This design comes from an exercise in tuning for small area on the open sky130 flow, not from production work.
At most, simulation tests tie the RTL to the original design; equivalence was not proved.
For runs 1 and 2, only the layout was checked, not whether the RTL still works.
Power figures rest on the tool's default switching activity, not on a simulated workload.

==> flow/flow/run.sh <==
#!/bin/bash
# Standard layout with smaller clock-tree and port buffers.
set -euo pipefail
export CTS_ARGS="-sink_clustering_enable -repair_clock_nets -dont_use_dummy_load -sink_clustering_size 16 -sink_clustering_max_diameter 50 -buf_list sky130_fd_sc_hd__clkbuf_8"
export BUFFER_PORTS_ARGS="-buffer_cell sky130_fd_sc_hd__buf_1"
bash standard.sh > standard_make.log 2>&1
==> flow/standard.sh <==
#!/bin/bash
# synth_recipe.tcl (not shown) runs the flow's synth.tcl, then flattens the netlist and writes it again
# the make line also repeats each setting of config.mk as NAME=value (left out here)
make -C /OpenROAD-flow-scripts/flow DESIGN_CONFIG=/design/flow/config.mk WORK_HOME=/design/flow/orfs CLKGATE_MAP_FILE= SYNTH_SCRIPT=/design/flow/synth_recipe.tcl "${@:-finish}"
==> flow/config.mk <==
export PLATFORM = sky130hd
export DESIGN_NAME = pot_pickup_cv_mixer
export DESIGN_NICKNAME = pot_pickup_cv_mixer
export VERILOG_FILES = /design/flow/design.v
export SDC_FILE = /design/flow/constraint.sdc
export NUM_CORES = 4
export LEC_CHECK = 0
export CAP_MARGIN = 20
export CORE_MARGIN = 2
export CORE_UTILIZATION = 70
export SLEW_MARGIN = 20
==> flow/constraint.sdc <==
create_clock -name core_clock -period 12.0 [get_ports {clk}]
set_input_delay 2.4000 -clock core_clock [delete_from_list [all_inputs] [get_ports {clk}]]
set_output_delay 2.4000 -clock core_clock [all_outputs]
set_load 0.01 [all_outputs]
==> flow/design.v <==
`timescale 1ns / 1ps
package ppcm_pkg;
	localparam int FS_BITS = 12;
	localparam int NUM_KNOBS   = 3;
	localparam int NUM_PRESETS = 32;
	localparam int VAL_W       = 8;
	localparam int STORE_BITS  = NUM_KNOBS * NUM_PRESETS * VAL_W;
	localparam int MAX_DEPTH = 100;
endpackage
`timescale 1ns / 1ps
module ppcm_ram (
	input  logic                       clk,
	input  logic                       we,
	input  logic [ppcm_pkg::VAL_W-1:0] wdata,
	output logic [ppcm_pkg::VAL_W-1:0] head
);
	localparam int W = ppcm_pkg::VAL_W;
	localparam int N = ppcm_pkg::STORE_BITS;
	logic [N-1:0] ring_q;
	always_ff @(posedge clk) begin
		ring_q <= {(we ? wdata : ring_q[W-1:0]), ring_q[N-1:W]};
	end
	assign head = ring_q[W-1:0];
endmodule
`timescale 1ns / 1ps
module ppcm_lvl_div #(
	parameter int W = 10
) (
	input  logic [W-1:0] a,
	input  logic [W-1:0] b,
	input  logic         cin,
	output logic [W-1:0] sum,
	output logic         cout
);
	logic [W:0] c;
	always_comb begin
		c[0] = cin;
		for (int i = 0; i < W; i++) begin
			sum[i]   = a[i] ^ b[i] ^ c[i];
			c[i + 1] = (a[i] & b[i]) | (c[i] & (a[i] ^ b[i]));
		end
		cout = c[W];
	end
endmodule
`timescale 1ns / 1ps
module pot_pickup_cv_mixer (
	input  logic        clk,
	input  logic        arst_n,
	input  logic        in_valid,
	output logic        in_ready,
	input  logic [1:0]  in_kind,
	input  logic [4:0]  in_preset,
	input  logic [1:0]  in_knob,
	input  logic [11:0] in_knob_reading,
	input  logic [11:0] in_cv_reading,
	input  logic [7:0]  in_range_low,
	input  logic [7:0]  in_range_high,
	input  logic [7:0]  in_load_value,
	output logic        out_valid,
	input  logic        out_ready,
	output logic [11:0] out_drive_level,
	output logic [7:0]  out_param_value,
	output logic        out_picked_up,
	input  logic        cfg_we,
	input  logic [1:0]  cfg_index,
	input  logic [6:0]  cfg_data
);
	localparam logic [4:0]
		ST_IDLE   = 5'd0,
		ST_LDC    = 5'd1,    
		ST_MULD   = 5'd2,    
		ST_DIV100 = 5'd3,    
		ST_ZH1    = 5'd4,    
		ST_MULC   = 5'd5,    
		ST_CORC   = 5'd6,    
		ST_ACCC   = 5'd7,    
		ST_INITH  = 5'd8,    
		ST_DIV200 = 5'd9,    
		ST_ZH2    = 5'd10,   
		ST_MULH   = 5'd11,   
		ST_CORH   = 5'd12,
		ST_ACCH   = 5'd13,   
		ST_CD1    = 5'd14,   
		ST_CD2    = 5'd15,
		ST_CD3    = 5'd16,
		ST_LDP    = 5'd17,   
		ST_MULP   = 5'd18,   
		ST_CORP   = 5'd19,
		ST_ACCP   = 5'd20,   
		ST_FINP   = 5'd21,   
		ST_ADDLO  = 5'd22,   
		ST_FV1    = 5'd23,   
		ST_FV2    = 5'd24,   
		ST_HEAD   = 5'd25,   
		ST_CMP    = 5'd26,   
		ST_DIVM   = 5'd27,   
		ST_CPY    = 5'd28,   
		ST_WAIT   = 5'd29;   
	logic [4:0] st_q;
	logic [3:0] cnt_q;
	logic       last;
	logic [1:0] cv_mode_q;
	logic [1:0] cv_target_q;
	logic [6:0] d_q;
	logic [2:0] flags_q;
	logic       out_valid_q;
	logic [4:0] pos_p_q;
	logic [1:0] pos_k_q;
	logic [7:0]  h_q;
	logic [11:0] l_q;
	logic [9:0]  w_q;
	logic [11:0] lv_q;
	logic [1:0]  lx_q;    
	logic        lc_q;    
	logic        f_q, g_q;
	logic        pu_q;
	logic [7:0] head;
	logic       at_entry, start;
	logic       take, we;
	logic [7:0] span_lo;
	logic       span_c;
	logic [9:0] span;     
	logic       neg;
	logic       ms_zero;
	logic       cv_sel, mix, mode2, knob3;
	logic       flag_cur, hit, flag_new;
	logic [9:0] add_a, add_src, add_b;
	logic       add_inv, add_ci;
	logic [9:0] add_s;
	logic       add_co;
	logic       corr, qnz, qb, valid;
	logic is_mul, is_div, is_cor, is_acc, acc_sub;
	ppcm_lvl_div #(.W(8)) u_span (
		.a    (in_range_high),
		.b    (~in_range_low),
		.cin  (1'b1),
		.sum  (span_lo),
		.cout (span_c)
	);
	always_comb begin
		neg     = !span_c;
		span    = {neg, neg, span_lo};
		ms_zero = span_lo == 8'd0;
		knob3   = in_knob == 2'd3;
		cv_sel  = (cv_target_q == in_knob) && (d_q != 7'd0);
		mix     = cv_sel && (cv_mode_q == 2'd1 || cv_mode_q == 2'd2);
		mode2   = cv_mode_q == 2'd2;
		flag_cur = flags_q[in_knob];
		at_entry = (pos_p_q == in_preset) && (pos_k_q == in_knob);
		start   = in_valid && !out_valid_q;
		last    = cnt_q == 4'd11;
		is_mul  = st_q == ST_MULD || st_q == ST_MULC || st_q == ST_MULH || st_q == ST_MULP;
		is_div  = st_q == ST_DIV100 || st_q == ST_DIV200 || st_q == ST_DIVM;
		is_cor  = st_q == ST_CORC || st_q == ST_CORH || st_q == ST_CORP;
		is_acc  = st_q == ST_ACCC || st_q == ST_ACCH || st_q == ST_ACCP;
		acc_sub = st_q == ST_ACCH;
		corr    = f_q && (l_q[11:8] == 4'hF);
		qnz     = (h_q != 8'd0) || corr;
	end
	always_comb begin
		add_a   = {2'b00, h_q};
		add_src = 10'd0;
		add_inv = 1'b0;
		add_ci  = 1'b0;
		unique case (st_q)
			ST_MULD: add_src = l_q[0] ? {3'b000, d_q} : 10'd0;
			ST_MULC, ST_MULH, ST_MULP: begin
				add_src = l_q[0] ? span : 10'd0;
				add_inv = l_q[0] && neg;
				add_ci  = l_q[0] && neg;
			end
			ST_DIV100, ST_DIV200, ST_DIVM: begin
				add_a   = {1'b0, h_q, l_q[11]};
				add_src = (st_q == ST_DIV100) ? 10'd100 : ((st_q == ST_DIV200) ? 10'd200 : span);
				add_inv = (st_q == ST_DIVM) ? !neg : 1'b1;
				add_ci  = (st_q == ST_DIVM) ? !neg : 1'b1;
			end
			ST_CMP: begin
				add_src = span;
				add_inv = !neg;
				add_ci  = !neg;
			end
			ST_CORC, ST_CORH, ST_CORP: begin
				add_src = {2'b00, l_q[7:0]};
				add_ci  = 1'b1;
			end
			ST_ACCC, ST_ACCH, ST_ACCP: begin
				add_a   = (st_q == ST_ACCC || (st_q == ST_ACCP && !mix)) ? 10'd0 : w_q;
				add_src = neg ? (qnz ? 10'd0 : span) : {2'b00, h_q};
				add_inv = acc_sub;
				add_ci  = neg ? acc_sub : (corr ^ acc_sub);
			end
			ST_FINP: begin
				add_a   = neg ? 10'd0 : {2'b00, h_q};
				add_src = {2'b00, (neg && !qnz) ? in_range_high : in_range_low};
				add_ci  = !neg && corr;
			end
			ST_INITH: begin
				add_a   = 10'h0FF;
				add_src = {3'b000, d_q};
			end
			ST_HEAD: begin
				add_a   = {2'b00, head ^ {8{neg}}};
				add_src = {2'b00, in_range_low};
				add_inv = !neg;
			end
			ST_CD1: begin
				add_a   = w_q;
				add_src = {2'b00, in_range_high};
			end
			ST_CD2: begin
				add_a   = w_q;
				add_src = {2'b00, in_range_high};
				add_inv = 1'b1;
			end
			ST_CD3: begin
				add_a   = 10'd0;
				add_src = {2'b00, in_range_high};
				add_inv = f_q;
				add_ci  = f_q;
			end
			ST_ADDLO: begin
				add_a   = w_q;
				add_src = {2'b00, in_range_low};
			end
			ST_FV1: begin
				add_a   = w_q;
				add_src = span;
				add_inv = 1'b1;
			end
			ST_FV2: begin
				if (!mix) begin
					add_a   = 10'd0;
					add_src = {2'b00, h_q};
				end else begin
					add_a   = (w_q[9] || g_q) ? 10'd0 : w_q;
					add_src = {2'b00, (g_q && !w_q[9]) ? in_range_high : in_range_low};
				end
			end
			ST_IDLE: begin
				add_a   = 10'd0;
				add_src = knob3 ? 10'd0 : {2'b00, in_load_value};
			end
			ST_ZH1, ST_ZH2, ST_LDC, ST_LDP: add_a = 10'd0;
			default: ;
		endcase
		add_b = add_src ^ {10{add_inv}};
	end
	ppcm_lvl_div #(.W(10)) u_add (
		.a    (add_a),
		.b    (add_b),
		.cin  (add_ci),
		.sum  (add_s),
		.cout (add_co)
	);
	assign qb    = !add_s[9];
	assign valid = add_s[8] ^ !neg;
	always_comb begin
		hit      = (st_q == ST_HEAD) && (h_q == head);
		flag_new = flag_cur || hit;
	end
	always_comb begin
		take = 1'b0;
		we   = 1'b0;
		if (st_q == ST_WAIT) begin
			take = knob3 || at_entry;
			we   = !knob3 && at_entry && in_kind == 2'd1;
		end else if (st_q == ST_HEAD && at_entry) begin
			take = cv_sel || flag_new || ms_zero;
			we   = cv_sel || flag_new;
		end
		in_ready = take;
	end
	ppcm_ram u_ram (
		.clk   (clk),
		.we    (we),
		.wdata (w_q[7:0]),
		.head  (head)
	);
	always_ff @(posedge clk or negedge arst_n) begin
		if (!arst_n) begin
			pos_p_q <= '0;
			pos_k_q <= '0;
		end else begin
			if (pos_k_q == 2'd2) begin
				pos_k_q <= 2'd0;
				pos_p_q <= pos_p_q + 5'd1;
			end else begin
				pos_k_q <= pos_k_q + 2'd1;
			end
		end
	end
	always_ff @(posedge clk or negedge arst_n) begin
		if (!arst_n) begin
			cv_mode_q   <= '0;
			cv_target_q <= '0;
			d_q         <= '0;
		end else if (cfg_we) begin
			unique case (cfg_index)
				2'd0: cv_mode_q   <= cfg_data[1:0];
				2'd1: cv_target_q <= cfg_data[1:0];
				2'd2: d_q         <= (cfg_data > 7'd100) ? 7'd100 : cfg_data;
				default: ;
			endcase
		end
	end
	always_ff @(posedge clk or negedge arst_n) begin
		if (!arst_n) begin
			st_q <= ST_IDLE;
		end else begin
			unique case (st_q)
				ST_IDLE: if (start) begin
					if (in_kind != 2'd0 || knob3) st_q <= ST_WAIT;
					else if (mix)                 st_q <= ST_LDC;
					else                          st_q <= ST_LDP;
				end
				ST_MULD, ST_DIV100, ST_MULC, ST_DIV200, ST_MULH, ST_MULP, ST_DIVM:
					if (last) st_q <= st_q + 5'd1;
				ST_ACCC: st_q <= mode2 ? ST_INITH : ST_LDP;
				ST_FINP: st_q <= !mix ? ST_FV2 : (mode2 ? ST_FV1 : ST_ADDLO);
				ST_HEAD: if (at_entry) begin
					if (take)       st_q <= ST_IDLE;
					else if (valid) st_q <= ST_CMP;
					else            st_q <= ST_WAIT;
				end
				ST_CMP:  st_q <= qb ? ST_WAIT : ST_DIVM;
				ST_CPY:  if (last) st_q <= ST_WAIT;
				ST_WAIT: if (take) st_q <= ST_IDLE;
				default: st_q <= st_q + 5'd1;
			endcase
		end
	end
	always_ff @(posedge clk) begin
		if ((is_mul || is_div || st_q == ST_CPY) && !last) cnt_q <= cnt_q + 4'd1;
		else cnt_q <= '0;
	end
	always_ff @(posedge clk) begin
		unique case (st_q)
			ST_LDC: begin
				h_q <= add_s[7:0];
				l_q <= in_cv_reading;
			end
			ST_LDP: begin
				h_q <= add_s[7:0];
				l_q <= in_knob_reading;
			end
			ST_ZH1, ST_ZH2, ST_FINP: h_q <= add_s[7:0];
			ST_MULD, ST_MULC, ST_MULH, ST_MULP: begin
				h_q <= add_s[8:1];
				l_q <= {add_s[0], l_q[11:1]};
			end
			ST_DIV100, ST_DIV200, ST_DIVM: begin
				h_q <= qb ? add_s[7:0] : {h_q[6:0], l_q[11]};
				l_q <= {l_q[10:0], qb};
			end
			ST_INITH: begin
				h_q <= add_s[7:0];
				l_q <= {4'hF, ~add_s[7:0]};
			end
			ST_HEAD: if (at_entry) begin
				h_q <= add_s[7:0];
				l_q <= {4'hF, ~add_s[7:0]};
			end
			ST_CPY: l_q <= {l_q[0], l_q[11:1]};
			default: ;
		endcase
	end
	always_ff @(posedge clk) begin
		if (is_cor) f_q <= add_s[8];
		if (st_q == ST_CD1) f_q <= add_s[9];
		g_q <= !add_s[9] && !(st_q == ST_CD2 && f_q);
	end
	always_ff @(posedge clk) begin
		unique case (st_q)
			ST_IDLE: if (start) w_q <= add_s;
			ST_ACCC, ST_ACCH, ST_ACCP, ST_ADDLO, ST_FV2: w_q <= add_s;
			ST_CD3: if (f_q || g_q) w_q <= add_s;
			default: ;
		endcase
		if ((take || (st_q == ST_HEAD && at_entry)) && !we && !knob3) w_q <= {2'b00, head};
	end
	logic lv_en, lv_copy, lv_sub, fa_a, fa_b, fa_c, fa_s, fa_co;
	always_comb begin
		lv_en   = st_q == ST_MULC || st_q == ST_MULH || st_q == ST_MULP || st_q == ST_CPY;
		lv_copy = st_q == ST_MULC || st_q == ST_CPY || (st_q == ST_MULP && !mix);
		lv_sub  = st_q == ST_MULH;
		fa_a    = lv_q[0] && !lv_copy;
		fa_b    = l_q[0] ^ lv_sub;
		fa_c    = (cnt_q == 4'd0) ? lv_sub : lc_q;
		fa_s    = fa_a ^ fa_b ^ fa_c;
		fa_co   = (fa_a & fa_b) | (fa_c & (fa_a ^ fa_b));
	end
	always_ff @(posedge clk) begin
		if (lv_en) begin
			lv_q <= {fa_s, lv_q[11:1]};
			lc_q <= fa_co;
			if (last) lx_q <= (lv_copy ? 2'b00 : lx_q) + {lv_sub, lv_sub} + {1'b0, fa_co};
		end
		unique case (st_q)
			ST_IDLE: if (start) lx_q <= 2'b10;
			ST_HEAD: if (at_entry && !flag_new && !cv_sel) lx_q <= 2'b10;
			ST_CMP:  if (qb) lx_q <= 2'b01;
			default: ;
		endcase
	end
	always_ff @(posedge clk or negedge arst_n) begin
		if (!arst_n) begin
			flags_q <= '0;
		end else if (take) begin
			if (in_kind == 2'd2)
				flags_q <= '0;
			else if (hit)
				flags_q[in_knob] <= 1'b1;
		end
	end
	always_ff @(posedge clk) begin
		if (take) pu_q <= (knob3 || in_kind == 2'd2) ? 1'b0 : flag_new;
	end
	always_ff @(posedge clk or negedge arst_n) begin
		if (!arst_n) begin
			out_valid_q <= 1'b0;
		end else if (take) begin
			out_valid_q <= 1'b1;
		end else if (out_ready) begin
			out_valid_q <= 1'b0;
		end
	end
	assign out_valid       = out_valid_q;
	assign out_param_value = w_q[7:0];
	assign out_picked_up   = pu_q;
	assign out_drive_level = lx_q[1] ? 12'd0 : (lx_q[0] ? 12'hFFF : lv_q);
endmodule
==> flow_summary_export.csv, run 1 <==
group,metric,value,unit
final_layout,area_growth,7.48,%
power_and_ir_drop,swShare,0.365,
critical_path,critPathTopFamily,"adder cells",
floorplanning,die_x,183,um
floorplanning,rows,65,
hold_path,hp-class,"flip-flop to flip-flop",
final_layout,fin_nets,1788,
synthesis,syn_inst,1568,
power_and_ir_drop,p_leak,9.47,nW
global_routing,grt_use_total,0.305,
sta,tns,0,ns
synthesis,synth_edf_count,43,
clock_network,clock_latency,0.62,ns
synthesis,yosys_warnings,4,
sta,finalHoldViolCount,0,
power_and_ir_drop,ir_drop,0.289,mV
synthesis,synthArstFlopShare,0.0319,
power_and_ir_drop,clkPwrFrac,0.175,
route,first_pass_iters,7,
floorplanning,die_h,183,um
critical_path,crit_arrival,11.49,ns
clock_network,postCtsSetupBuffers,0,
sta,final-max-slew-violation-count,0,
sta,post-route-min-period,11.20,ns
placement,dp_slack,0.334,ns
sta,timing.fmax,0.0893,GHz
clock_network,clockBufferDepth,3,
route,wl_per_cell,23.5,um
route,drc,0,
synthesis,ys_ff_latch,847,
synthesis,synthMostInstantiatedCell,"dfxtp_1",
clock_network,clkTransAtPathRegs,0.10,ns
global_routing,first_global_vias,12600,
synthesis,yosysUniqueCellTypes,79,
critical_path,crit_slowest_cell,"xnor2_2",
clock_network,holdBufCountCts,0,
final_layout,final_layout_size_suffix_gt1_frac,0.0753,
power_and_ir_drop,p_int,4.77,mW
sta,period_share,0.934,
critical_path,cp.required,12.28,ns
synthesis,ys_seq_area_frac,0.784,
critical_path,cpMostUsedCell,"fa_1",
power_and_ir_drop,p_switching,2.74,mW
outcome,outcome,"finished clean",
placement,port_buffers,93,
global_routing,grt_max_degree,44,
critical_path,worst-setup-path-type,"input port to flip-flop",
clock_network,cts_resized,0,
sta,tightest_slew,1.15,ns
power_and_ir_drop,combPwrFrac,0.389,
route,ant_nets,0,
synthesis,synth_top_area_cell,"dfxtp_1",
route,drt_wl_total,49000,um
synthesis,synthTopCellsByArea,"dfxtp_1 (70%), edfxtp_1 (5.8%), dfrtp_1 (3.0%), fa_1 (1.6%), a21oi_1 (1.3%)",
final_layout,antennaDiodeCount,0,
sta,setup_viol,0,
route,avgViaCountPerCell,5.80,
critical_path,critPathBufInv,6,
critical_path,cp-end-kind,"flip-flop",
placement,place.gp.congestion,0.924,
global_routing,grt_first_pass_wirelength,75500,um
sta,max-slew-margin-rel,0.227,
synthesis,synth_top_area_share,0.696,
critical_path,startpoint_type,"input port",
power_and_ir_drop,p_seq_frac,0.437,
placement,hpwl,32500,um
global_routing,grt_antenna_before_repair,1,
sta,rsz0062_at_grt,"false",
run,cap_violations,0,
synthesis,syn_area,22300,um^2
floorplanning,io_pins,94,
synthesis,synth_area_per_cell,14.3,um^2
power_and_ir_drop,power_density,313,nW/um^2
clock_network,clockRootBuffer,"clkbuf_8",
clock_network,tritoncts,"done",
clock_network,htree_levels,3,
global_routing,overflow,0,
route,vias,12100,
floorplanning,die-area,33400,um^2
critical_path,crit_fanout,15,
synthesis,synthesis.nets,1667,
synthesis,synth_common_cells,"dfxtp_1 (777), nor2_1 (75), nand2_1 (74)",
critical_path,crit_path_max_incr_delay,0.90,ns
route,drtIter0Drc,1392,
clock_network,numClockSinks,847,
floorplanning,initial_core_util,0.710,
synthesis,synthFlopType,"dfxtp_1",
floorplanning,core_area,31500,um^2
clock_network,cts_buffers,67,
sta,clock_skew,0.0984,ns
sta,setup_ws,0.796,ns
[metrics by stage]
step	hold WS, ns	power [mW]	cells	util	cell area (um^2)
after floorplan	0.310	5.36	1568	-	22300
after global placement	0.312	5.99	2021	0.733	23100
after detailed placement	0.312	6.12	2021	0.733	23100
after CTS	0.262	7.43	2088	0.763	24000
after global routing	0.285	7.85	2089	0.763	24000
final	0.278	7.51	2089	0.763	24000
[kinds of logic after synthesis]
kind of cell               synth area share
adders and majority gates            0.0217
xor gates and xnor gates             0.0161
and+or+nand+nor                      0.0570
AOI/OAI and AO/OA                    0.0795
muxes                                0.0223
DFF                                   0.784
buffers and inverters                0.0193
[per-layer routing]
| layer | GRT usage | vias up | part of all wire |
|---|---|---|---|
| li1 | - | 5530 | - |
| met1 | 0.394 | 5868 | 0.40 |
| met2 | 0.509 | 590 | 0.49 |
| met3 | 0.0627 | 122 | 0.079 |
| met4 | 0.117 | 0 | 0.035 |
| met5 | 0 | - | 0 |
[worst paths after layout]
| kind | endpoint | slack, ns | from | cells past startpoint |
|---|---|---|---|---|
| setup / recovery | h_q[4] | 0.80 | in_range_low[0] | 32 |
| hold / removal | u_ram.ring_q[12] | 0.28 | u_ram.ring_q[20] | 0 |
| setup reg to reg | h_q[4] | 3.98 | st_q[1] | 23 |
| hold reg to reg | u_ram.ring_q[12] | 0.28 | u_ram.ring_q[20] | 0 |
| max in group asynchronous | out_valid_q | 9.83 | arst_n | 2 |
| min in group asynchronous | d_q[2] | 1.81 | arst_n | 2 |
[worst reg2reg max path: cells and delay by family, from the launching register on]
kind / cells / cell delay, ns
XOR/XNOR: 3 / 1.25
flip-flops: 1 / 0.41
buffers and inverters: 2 / 0.15
AND/OR/NAND/NOR: 4 / 1.25
multiplexers: 1 / 0.25
AO/OA/AOI/OAI: 2 / 0.53
adder cells (fa/ha/maj): 11 / 3.90
[sequential cells by signal, summed over array words and instances (netlist names)]
signal	cells
f_q	1
h_q	8
lc_q	1
out_valid_q	1
pu_q	1
flags_q	3
lx_q	2
lv_q	12
u_ram.ring_q	768
g_q	1
cnt_q	4
d_q	7
pos_k_q	2
w_q	10
cv_target_q	2
cv_mode_q	2
l_q	12
pos_p_q	5
st_q	5
[final cells by class]
class	count	area, um^2
Clock buffer	67	922
Fill cell	1730	7460
Inverter	39	146
Multi-Input combinational cell	621	4420
Sequential cell	847	17500
Tap cell	402	503
Timing Repair Buffer	113	499
[placed cells by master, fill, tap and decap left out, drive strengths merged, types with 14 or more instances in the layout]
cell and n:
a211oi 15, a21oi 59, a221o 15, a221oi 14, a22oi 18, buf 112
clkbuf 68, dfrtp 27, dfxtp 777, edfxtp 43, fa 18, inv 39
mux2 22, mux2i 25, nand2 74, nand3 15, nor2 75, nor3 18
o21ai 36, o22ai 15, xnor2 26
[power groups by stage]
stage / clock network, mW / registers [mW] / logic (mW)
2_1_floorplan: 0 / 3.24 / 2.12
3_3_place_gp: 0 / 3.33 / 2.66
3_5_place_dp: 0 / 3.33 / 2.79
4_1_cts: 1.34 / 3.27 / 2.83
5_1_grt: 1.43 / 3.29 / 3.13
6_report: 1.31 / 3.28 / 2.92
==> run 2, diff against run 1 <==
==> flow/flow/run.sh (replaced) <==
#!/bin/bash
# Standard layout with smaller clock-tree and port buffers.
set -euo pipefail
export CTS_ARGS="-sink_clustering_enable -repair_clock_nets -dont_use_dummy_load -sink_clustering_size 10 -sink_clustering_max_diameter 40 -buf_list sky130_fd_sc_hd__clkbuf_4"
export BUFFER_PORTS_ARGS="-buffer_cell sky130_fd_sc_hd__buf_1"
bash standard.sh > standard_make.log 2>&1
==> flow_summary_export.csv, run 2 <==
group,metric,value,unit
clock_network,postCtsSetupBuffers,0,
outcome,outcome,"finished clean",
synthesis,ys_seq_area_frac,0.784,
placement,hpwl,32500,um
clock_network,clockBufferDepth,3,
global_routing,grt_use_total,0.290,
synthesis,yosysUniqueCellTypes,79,
critical_path,startpoint_type,"input port",
synthesis,synth_area_per_cell,14.3,um^2
final_layout,reg_top3,"u_ram.ring_q x768, l_q x12, lv_q x12",
sta,tightest_slew,1.15,ns
route,drc,0,
floorplanning,core_area,31500,um^2
synthesis,synth_common_cells,"dfxtp_1 (777), nor2_1 (75), nand2_1 (74)",
power_and_ir_drop,p_leak,9.45,nW
critical_path,cp.required,12.46,ns
placement,port_buffers,93,
final_layout,regMostFlops,"u_ram.ring_q",
floorplanning,die-area,33400,um^2
route,ant_nets,0,
floorplanning,initial_core_util,0.710,
synthesis,synthTopCellsByArea,"dfxtp_1 (70%), edfxtp_1 (5.8%), dfrtp_1 (3.0%), fa_1 (1.6%), a21oi_1 (1.3%)",
critical_path,cpMostUsedCell,"fa_1",
final_layout,largest_reg_flops,768,
sta,setup_viol,0,
global_routing,grt_first_pass_wirelength,72300,um
final_layout,area_growth,6.70,%
synthesis,syn_inst,1568,
synthesis,synth_top_area_cell,"dfxtp_1",
power_and_ir_drop,ir_drop,0.291,mV
sta,rsz0062_at_grt,"false",
sta,timing.fmax,0.0909,GHz
sta,max-slew-margin-rel,0.232,
critical_path,crit_slowest_cell,"xnor2_2",
power_and_ir_drop,power_density,308,nW/um^2
critical_path,cp-end-kind,"flip-flop",
route,vias,12200,
clock_network,numClockSinks,847,
sta,post-route-min-period,11.00,ns
sta,clock_skew,0.110,ns
synthesis,synthArstFlopShare,0.0319,
critical_path,crit_path_max_incr_delay,0.90,ns
clock_network,holdBufCountCts,0,
sta,tns,0,ns
final_layout,fin_nets,1820,
clock_network,clockRootBuffer,"clkbuf_4",
sta,hold_ws,0.289,ns
synthesis,synth_edf_count,43,
floorplanning,die_x,183,um
global_routing,grt_antenna_before_repair,2,
synthesis,synthFlopType,"dfxtp_1",
global_routing,grt_max_degree,44,
placement,dpl-instance-area,23100,um^2
global_routing,overflow,0,
floorplanning,die_h,183,um
clock_network,clkTransAtPathRegs,0.10,ns
sta,finalHoldViolCount,0,
sta,period_share,0.917,
global_routing,first_global_vias,12600,
synthesis,synthesis.nets,1667,
critical_path,regToRegStartpoint,"st_q[0]",
clock_network,clock_latency,0.81,ns
route,avgViaCountPerCell,5.72,
critical_path,startpoint,"in_range_low[0]",
run,cap_violations,0,
clock_network,cts_buffers,99,
synthesis,syn_area,22300,um^2
synthesis,ys_ff_latch,847,
sta,final-max-slew-violation-count,0,
route,first_pass_iters,12,
final_layout,final_area,23800,um^2
synthesis,synthMostInstantiatedCell,"dfxtp_1",
clock_network,tritoncts,"done",
placement,place.gp.congestion,0.924,
synthesis,yosys_warnings,4,
critical_path,worst-setup-path-type,"input port to flip-flop",
synthesis,synth_top_area_share,0.696,
final_layout,final_layout_size_suffix_gt1_frac,0.0925,
final_layout,layout_commonest_cell,"dfxtp_1",
critical_path,crit_arrival,11.46,ns
clock_network,cts_resized,0,
floorplanning,rows,65,
route,wl_per_cell,22.0,um
floorplanning,io_pins,94,
clock_network,htree_levels,3,
final_layout,n_fill_cell,1826,
hold_path,hp-class,"flip-flop to flip-flop",
critical_path,crit_fanout,15,
route,drt_wl_total,46800,um
hold_path,min_from,"u_ram.ring_q[24]",
route,drtIter0Drc,1181,
final_layout,most-common-layout-cells,"dfxtp_1 (777), clkbuf_4 (100), buf_1 (93), nor2_1 (75), nand2_1 (74)",
[run 2: through the flow]
stage / power (mW) / std cells / setup WS, ns / utilization
after detailed placement: 6.12 / 2021 / 0.334 / 0.733
after global placement: 5.99 / 2021 / 0.554 / 0.733
after global routing: 7.70 / 2123 / 0.718 / 0.758
after floorplan: 5.36 / 1568 / 1.15 / -
final: 7.34 / 2123 / 1.00 / 0.758
after CTS: 7.27 / 2120 / 1.20 / 0.757
[run 2: worst paths after layout]
check / depth (start not counted) / end / slack [ns]
worst max-delay path: 32 / h_q[4] / 1.00
worst min-delay path: 0 / u_ram.ring_q[16] / 0.29
worst max register to register: 23 / h_q[4] / 3.95
worst min register to register: 0 / u_ram.ring_q[16] / 0.29
max in group asynchronous: 2 / out_valid_q / 10.00
min in group asynchronous: 2 / cv_mode_q[0] / 1.65
[run 2: cell families after synthesis]
group	Yosys count	share of synthesized area
flops	847	0.784
compound gates	251	0.0795
mux	47	0.0223
simple gates	257	0.0570
buf+inv	100	0.0193
fa+ha+maj	28	0.0217
xor+xnor	38	0.0161
[run 2: cell type report]
type	count	area (um^2)	share of cell area
well taps	402	503	0.0211
diodes	2	5.00	0.000210
multi-input cells	621	4420	0.186
clock buffers	99	743	0.0312
inverters	39	146	0.00614
flip-flops and latches	847	17500	0.735
repair buffers	113	499	0.0209
[run 2: report_power, final]
part	internal [mW]	switching [mW]	leakage [nW]
Clock	0.379	0.783	0.455
Combinational	1.14	1.76	1.99
Sequential	3.13	0.152	7.00
Total	4.64	2.70	9.45
[run 2: layer usage]
metal	routed length [um]	vias up	GRT usage	part of all wire
met5	0	-	0	0
met4	1490	0	0.110	0.032
met3	3740	117	0.0686	0.080
met2	22200	588	0.471	0.47
met1	19300	5821	0.383	0.41
li1	-	5625	-	-
[run 2: critical path, delay by kind of cell]
kind                       cells  cell delay, ns
AOI/OAI and AO/OA              1            0.13
xor gates and xnor gates       3            1.22
adders and majority gates     17            5.96
buffers and inverters          6            0.62
muxes                          2            0.46
and+or+nand+nor                3            0.65
==> run 3, diff against run 2 <==
--- a/flow/design.v
+++ b/flow/design.v
@@ -305,4 +305,34 @@
 		end
 	end
+	logic [4:0] st_nx;
+	always_comb begin
+		st_nx = ST_IDLE;
+		unique case (st_q)
+			ST_LDC: st_nx = ST_MULD;
+			ST_MULD: st_nx = ST_DIV100;
+			ST_DIV100: st_nx = ST_ZH1;
+			ST_ZH1: st_nx = ST_MULC;
+			ST_MULC: st_nx = ST_CORC;
+			ST_CORC: st_nx = ST_ACCC;
+			ST_INITH: st_nx = ST_DIV200;
+			ST_DIV200: st_nx = ST_ZH2;
+			ST_ZH2: st_nx = ST_MULH;
+			ST_MULH: st_nx = ST_CORH;
+			ST_CORH: st_nx = ST_ACCH;
+			ST_ACCH: st_nx = ST_CD1;
+			ST_CD1: st_nx = ST_CD2;
+			ST_CD2: st_nx = ST_CD3;
+			ST_CD3: st_nx = ST_LDP;
+			ST_LDP: st_nx = ST_MULP;
+			ST_MULP: st_nx = ST_CORP;
+			ST_CORP: st_nx = ST_ACCP;
+			ST_ACCP: st_nx = ST_FINP;
+			ST_ADDLO: st_nx = ST_FV1;
+			ST_FV1: st_nx = ST_FV2;
+			ST_FV2: st_nx = ST_HEAD;
+			ST_DIVM: st_nx = ST_CPY;
+			default: ;
+		endcase
+	end
 	always_ff @(posedge clk or negedge arst_n) begin
 		if (!arst_n) begin
@@ -316,5 +346,5 @@
 				end
 				ST_MULD, ST_DIV100, ST_MULC, ST_DIV200, ST_MULH, ST_MULP, ST_DIVM:
-					if (last) st_q <= st_q + 5'd1;
+					if (last) st_q <= st_nx;
 				ST_ACCC: st_q <= mode2 ? ST_INITH : ST_LDP;
 				ST_FINP: st_q <= !mix ? ST_FV2 : (mode2 ? ST_FV1 : ST_ADDLO);
@@ -327,5 +357,5 @@
 				ST_CPY:  if (last) st_q <= ST_WAIT;
 				ST_WAIT: if (take) st_q <= ST_IDLE;
-				default: st_q <= st_q + 5'd1;
+				default: st_q <= st_nx;
 			endcase
 		end
==> flow/flow/run.sh (replaced) <==
#!/bin/bash
# Standard layout with smaller clock-tree and port buffers.
set -euo pipefail
export CTS_ARGS="-sink_clustering_enable -repair_clock_nets -dont_use_dummy_load -sink_clustering_size 20 -sink_clustering_max_diameter 60 -buf_list sky130_fd_sc_hd__clkbuf_8 -root_buf sky130_fd_sc_hd__clkbuf_16 -sink_clustering_buffer sky130_fd_sc_hd__clkbuf_8"
export BUFFER_PORTS_ARGS="-buffer_cell sky130_fd_sc_hd__buf_1"
bash standard.sh > standard_make.log 2>&1
==> flow_summary_export.csv, run 3 <==
group,metric,value,unit
outcome,outcome,"finished clean",
sta,setup_ws,0.356,ns
route,drc,0,
power_and_ir_drop,power_density,299,nW/um^2
synthesis,synth_top_area_cell,"dfxtp_1",
floorplanning,die-area,33100,um^2
critical_path,crit_slowest_cell,"or4b_1",
synthesis,syn_inst,1546,
route,wl_per_cell,23.8,um
clock_network,clockRootBuffer,"clkbuf_16",
critical_path,worst-setup-path-type,"input port to flip-flop",
hold_path,whs_path_depth,0,
route,met1_length,19300,um
synthesis,synthArstFlopShare,0.0319,
route,drtIter0Drc,1415,
sta,post-route-min-period,11.64,ns
route,highest_layer,"met4",
critical_path,timing.rr.end,"h_q[6]",
clock_network,tritoncts,"done",
sta,tightest_slew,1.15,ns
clock_network,holdBufCountCts,0,
critical_path,regToRegStartpoint,"st_q[0]",
clock_network,clkTransAtPathRegs,0.11,ns
floorplanning,die_h,182,um
critical_path,r2r_cells,25,
final_layout,area_growth,7.54,%
hold_path,hp-class,"flip-flop to flip-flop",
route,met2_length,24000,um
sta,finalHoldViolCount,0,
final_layout,layout_commonest_cell,"dfxtp_1",
final_layout,fin_nets,1770,
sta,timing.fmax,0.0859,GHz
clock_network,clock_latency,0.57,ns
synthesis,yosys_warnings,4,
final_layout,n_fill_cell,1774,
synthesis,synthTopCellsByArea,"dfxtp_1 (70%), edfxtp_1 (5.8%), dfrtp_1 (3.0%), fa_1 (1.6%), nor2_1 (1.4%)",
clock_network,clockBufferDepth,3,
floorplanning,initial_core_util,0.706,
hold_path,min_to,"u_ram.ring_q[710]",
critical_path,crit_arrival,11.90,ns
global_routing,first_global_vias,12500,
critical_path,rrSetupSlack,3.30,ns
synthesis,synth_common_cells,"dfxtp_1 (777), nor2_1 (82), nand2_1 (62)",
floorplanning,die_x,182,um
critical_path,crit_fanout,5,
sta,clock_skew,0.0866,ns
final_layout,largest_reg_flops,768,
synthesis,ys_ff_latch,847,
synthesis,synthMostInstantiatedCell,"dfxtp_1",
floorplanning,rows,65,
critical_path,cp.required,12.26,ns
sta,rsz0062_at_grt,"false",
synthesis,synth_area_per_cell,14.3,um^2
route,first_pass_iters,7,
sta,max-slew-margin-rel,0.226,
floorplanning,io_pins,94,
sta,period_share,0.970,
route,vias,12100,
placement,place.gp.congestion,0.965,
synthesis,synth_edf_count,43,
route,drt_wl_total,49300,um
critical_path,startpoint_type,"input port",
placement,hpwl,33700,um
critical_path,crit_path_max_incr_delay,0.49,ns
critical_path,cpMostUsedCell,"fa_1",
route,ant_nets,0,
synthesis,yosysUniqueCellTypes,74,
run,cap_violations,0,
power_and_ir_drop,p_leak,9.33,nW
final_layout,regMostFlops,"u_ram.ring_q",
final_layout,final_layout_size_suffix_gt1_frac,0.0814,
hold_path,min_from,"u_ram.ring_q[718]",
power_and_ir_drop,ir_drop,0.306,mV
clock_network,cts_buffers,51,
synthesis,synth_top_area_share,0.702,
clock_network,htree_levels,2,
floorplanning,core_area,31400,um^2
global_routing,grt_max_degree,47,
critical_path,cp-end-kind,"flip-flop",
global_routing,grt_antenna_before_repair,0,
synthesis,ys_seq_area_frac,0.791,
placement,port_buffers,93,
route,avgViaCountPerCell,5.84,
synthesis,syn_area,22200,um^2
sta,setup_viol,0,
power_and_ir_drop,power,7.12,mW
global_routing,overflow,0,
final_layout,most-common-layout-cells,"dfxtp_1 (777), buf_1 (93), nor2_1 (82), nand2_1 (62), a21oi_1 (53)",
synthesis,synthFlopType,"dfxtp_1",
final_layout,antennaDiodeCount,0,
global_routing,grt_use_total,0.307,
sta,final-max-slew-violation-count,0,
placement,dp_slack,-0.122,ns
final_layout,reg_top3,"u_ram.ring_q x768, l_q x12, lv_q x12",
global_routing,grt_first_pass_wirelength,75500,um
synthesis,synthesis.nets,1644,
route,wl_met3,3600,um
clock_network,numClockSinks,847,
-- run 3: cell types whose count changed after synthesis, moves of 9 or more --
cell	delta
a211oi_1	-9
a221o_1	-13
a221oi_1	+12
nand2_1	-12
xnor2_1	-10
xor2_1	+10
-- run 3: critical path: cells and delay by family --
| family | cells | cell delay (ns) |
|---|---|---|
| AO/OA/AOI/OAI | 3 | 0.57 |
| XOR/XNOR | 3 | 0.63 |
| adder cells (fa/ha/maj) | 17 | 6.55 |
| buffers and inverters | 6 | 0.57 |
| multiplexers | 2 | 0.36 |
| AND/OR/NAND/NOR | 3 | 0.81 |
-- run 3: final cells by class --
type | instances | area, um^2 | area share
tap | 402 | 503 | 0.0211
inverter | 33 | 124 | 0.00520
timing repair buffer | 131 | 634 | 0.0266
multi-input combinational | 608 | 4290 | 0.180
clock buffer | 51 | 758 | 0.0318
sequential | 847 | 17500 | 0.735
-- run 3: metal layers --
| layer | GRT usage | vias up |
|---|---|---|
| li1 | - | 5462 |
| met1 | 0.390 | 5801 |
| met2 | 0.519 | 646 |
| met3 | 0.0542 | 184 |
| met4 | 0.136 | 0 |
| met5 | 0 | - |
-- run 3: per-stage QoR --
| stage | instance area (um^2) | hold WS [ns] | utilization | instances | TNS (ns) |
|---|---|---|---|---|---|
| after detailed placement | 23000 | 0.312 | 0.734 | 2020 | -0.647 |
| after global routing | 23800 | 0.308 | 0.759 | 2072 | 0 |
| after floorplan | 22200 | 0.310 | - | 1546 | 0 |
| after CTS | 23800 | 0.305 | 0.758 | 2071 | 0 |
| after global placement | 23000 | 0.311 | 0.734 | 2019 | 0 |
| final | 23800 | 0.307 | 0.759 | 2072 | 0 |
-- run 3: how the worst max path moves through the flow --
stage                     startpoint  endpoint  slack (ns)  cells past startpoint
floorplan           in_range_high[0]    h_q[4]        0.08                     35
global placement    in_range_high[0]    h_q[4]       0.005                     34
detailed placement  in_range_high[0]    h_q[3]       -0.12                     34
CTS                 in_range_high[0]    h_q[6]        0.40                     34
global route        in_range_high[0]    h_q[6]        0.02                     34
finish              in_range_high[0]    h_q[6]        0.36                     34
-- run 3: repair_timing --
action / in CTS / in global routing
endpoints found under the hold margin: 0 / 0
gates resized for setup: 0 / 3
setup buffers: 0 / 1
endpoints found under the setup margin: 0 / 4
-- run 3: cells by family (layout without fill, tap and decap cells) --
family                     after synthesis  in the layout  share of synthesized area
DFF                                    847            847                      0.791
and+or+nand+nor                        252            252                     0.0561
AOI/OAI and AO/OA                      245            245                     0.0757
buffers and inverters                   91            215                     0.0181
muxes                                   47             47                     0.0226
xor gates and xnor gates                37             37                     0.0153
adders and majority gates               27             27                     0.0213
-- run 3: report_power, final --
part	switching, mW	leakage, nW	internal (mW)	total (mW)
sequential	0.143	7.00	3.11	3.25
combinational	1.65	1.93	1.03	2.68
clock	0.769	0.392	0.424	1.19
total	2.56	9.33	4.57	7.12
==> run 4, diff against run 3 <==
==> flow/flow/run.sh (replaced) <==
#!/bin/bash
# Standard layout with smaller clock-tree and port buffers.
set -euo pipefail
export CTS_ARGS="-sink_clustering_enable -repair_clock_nets -dont_use_dummy_load -sink_clustering_size 16 -sink_clustering_max_diameter 50 -buf_list sky130_fd_sc_hd__clkbuf_8"
export BUFFER_PORTS_ARGS="-buffer_cell sky130_fd_sc_hd__buf_1"
bash standard.sh > standard_make.log 2>&1
==> flow_summary_export.csv, run 4 <==
group,metric,value,unit
outcome,outcome,"finished clean",
placement,dp_slack,-0.122,ns
route,vias,12100,
hold_path,hp-class,"flip-flop to flip-flop",
synthesis,synth_top_area_share,0.702,
synthesis,synth_edf_count,43,
hold_path,min_to,"u_ram.ring_q[638]",
floorplanning,initial_core_util,0.706,
sta,clock_skew,0.0596,ns
global_routing,overflow,0,
global_routing,grt_first_pass_wirelength,75500,um
sta,timing.fmax,0.0865,GHz
critical_path,crit_path_max_incr_delay,0.49,ns
placement,port_buffers,93,
synthesis,synth_area_per_cell,14.3,um^2
final_layout,largest_reg_flops,768,
sta,tightest_slew,1.12,ns
sta,post-route-min-period,11.56,ns
critical_path,timing.rr.end,"h_q[6]",
global_routing,grt_antenna_before_repair,1,
synthesis,ys_ff_latch,847,
power_and_ir_drop,clkPwrFrac,0.173,
power_and_ir_drop,swShare,0.360,
route,drtIter0Drc,1502,
final_layout,fin_nets,1779,
power_and_ir_drop,ir_drop,0.285,mV
critical_path,r2r_cells,25,
final_layout,regMostFlops,"u_ram.ring_q",
placement,hpwl,33700,um
hold_path,whs_path_depth,0,
sta,setup_ws,0.437,ns
synthesis,synth_top_area_cell,"dfxtp_1",
synthesis,synthArstFlopShare,0.0319,
route,drc,0,
final_layout,area_growth,7.83,%
route,avgViaCountPerCell,5.82,
power_and_ir_drop,p_switching,2.57,mW
final_layout,layout_commonest_cell,"dfxtp_1",
synthesis,syn_area,22200,um^2
route,ant_nets,0,
final_layout,final_layout_size_suffix_gt1_frac,0.0846,
critical_path,worst-setup-path-type,"input port to flip-flop",
floorplanning,die_h,182,um
clock_network,postCtsSetupBuffers,0,
final_layout,final_area,23900,um^2
critical_path,cpMostUsedCell,"fa_1",
critical_path,cp-end-kind,"flip-flop",
clock_network,holdBufCountCts,0,
route,wl_per_cell,23.9,um
sta,period_share,0.964,
critical_path,cp.required,12.32,ns
global_routing,grt_max_degree,47,
floorplanning,die-area,33100,um^2
sta,final-max-slew-violation-count,0,
floorplanning,io_pins,94,
critical_path,crit_slowest_cell,"or4b_1",
critical_path,crit_arrival,11.89,ns
synthesis,synthMostInstantiatedCell,"dfxtp_1",
clock_network,clkTransAtPathRegs,0.09,ns
global_routing,first_global_vias,12600,
synthesis,ys_seq_area_frac,0.791,
route,first_pass_iters,7,
clock_network,cts_buffers,61,
synthesis,yosys_warnings,4,
sta,setup_viol,0,
sta,tns,0,ns
clock_network,clock_latency,0.64,ns
floorplanning,core_area,31400,um^2
clock_network,cts_resized,0,
floorplanning,die_x,182,um
synthesis,synthFlopType,"dfxtp_1",
power_and_ir_drop,combPwrFrac,0.371,
placement,dpl-instance-area,23000,um^2
power_and_ir_drop,p_int,4.56,mW
final_layout,reg_top3,"u_ram.ring_q x768, l_q x12, lv_q x12",
sta,max-slew-margin-rel,0.247,
power_and_ir_drop,power,7.14,mW
power_and_ir_drop,power_density,299,nW/um^2
floorplanning,rows,65,
critical_path,critPathBufInv,6,
synthesis,synth_common_cells,"dfxtp_1 (777), nor2_1 (82), nand2_1 (62)",
final_layout,most-common-layout-cells,"dfxtp_1 (777), buf_1 (93), nor2_1 (82), nand2_1 (62), clkbuf_8 (61)",
critical_path,startpoint_type,"input port",
sta,hold_ws,0.313,ns
critical_path,regToRegStartpoint,"st_q[0]",
global_routing,grt_use_total,0.307,
run,cap_violations,0,
clock_network,tritoncts,"done",
critical_path,critPathTopFamily,"adder cells",
placement,place.gp.congestion,0.965,
sta,rsz0062_at_grt,"false",
clock_network,htree_levels,2,
critical_path,crit_fanout,5,
critical_path,rrSetupSlack,3.19,ns
synthesis,syn_inst,1546,
clock_network,clockBufferDepth,3,
route,drt_wl_total,49800,um
clock_network,clockRootBuffer,"clkbuf_8",
clock_network,numClockSinks,847,
power_and_ir_drop,p_seq_frac,0.456,
final_layout,n_fill_cell,1742,
hold_path,min_from,"u_ram.ring_q[646]",
synthesis,synthTopCellsByArea,"dfxtp_1 (70%), edfxtp_1 (5.8%), dfrtp_1 (3.0%), fa_1 (1.6%), nor2_1 (1.4%)",
synthesis,synthesis.nets,1644,
sta,finalHoldViolCount,0,
synthesis,yosysUniqueCellTypes,74,
power_and_ir_drop,p_leak,9.36,nW
run 4: logic make-up after synthesis:
kind of cell	share of synthesized area
XOR/XNOR	0.0153
AO/OA/AOI/OAI	0.0757
multiplexers	0.0226
flip-flops	0.791
AND/OR/NAND/NOR	0.0561
adder cells (fa/ha/maj)	0.0213
buffers and inverters	0.0181
run 4: power groups by stage:
stage	logic (mW)	clock network, mW	registers, mW
floorplan	1.72	0	3.22
global placement	2.35	0	3.31
detailed placement	2.51	0	3.31
CTS	2.54	1.25	3.24
global route	2.76	1.34	3.26
finish	2.65	1.24	3.25
run 4: layout make-up:
cell class,count,area [um^2],share of cell area
flip-flops and latches,847,17500,0.733
multi-input cells,608,4280,0.179
clock buffers,61,840,0.0351
repair buffers,130,627,0.0262
well taps,402,503,0.0211
inverters,33,124,0.00518
diodes,1,2.50,0.000105
run 4: through the flow:
stage	util	std cells
floorplan	-	1546
global placement	0.734	2019
detailed placement	0.734	2020
CTS	0.761	2081
global route	0.761	2081
finish	0.761	2082
run 4: layer usage:
metal,track usage,part of all wire,up-vias
met5,0,0,-
met4,0.151,0.049,0
met3,0.0572,0.072,178
met2,0.514,0.49,629
met1,0.389,0.39,5839
li1,-,-,5481
run 4: worst max-delay path by stage:
stage                                start  endpoint  slack, ns  depth (start not counted)
after floorplan           in_range_high[0]    h_q[4]       0.08                         35
after global placement    in_range_high[0]    h_q[4]      0.005                         34
after detailed placement  in_range_high[0]    h_q[3]      -0.12                         34
after CTS                 in_range_high[0]    h_q[6]       0.49                         34
after global routing      in_range_high[0]    h_q[5]       0.03                         34
final                     in_range_high[0]    h_q[6]       0.44                         34

[what the ideal ports hide]
How much do the figures lean on ideal ports? The routed layouts below were timed once more, with nothing changed but the port constraints.
Step 1, drivers: a clkbuf_16 drives clk and a buf_2 each remaining input, both assumed.
Step 2 adds t to the input delays and takes it off the output delays; t is the mean of the earliest and latest rising clock arrival at the registers after step 1. Input paths then give back, and output paths get back, about the clock's delay inside the block.
Three values: ideal, step 1, step 2; two values: the first two.
run	shift t [ns]	setup slack, ns	worst setup path after step 2
run 1	0.617	0.796 / 0.817 / 0.199	input to register
run 2	0.805	1.000 / 1.020 / 0.215	input to register
run 3	0.582	0.356 / 0.394 / -0.188	input to register
run 4	0.670	0.437 / 0.469 / -0.201	input to register
With both steps, setup timing fails in run 3 and run 4, where it was met with ideal ports. For run 2, which loses most, drivers alone change the setup slack by +0.020 ns; drivers and shift together by -0.785 ns.
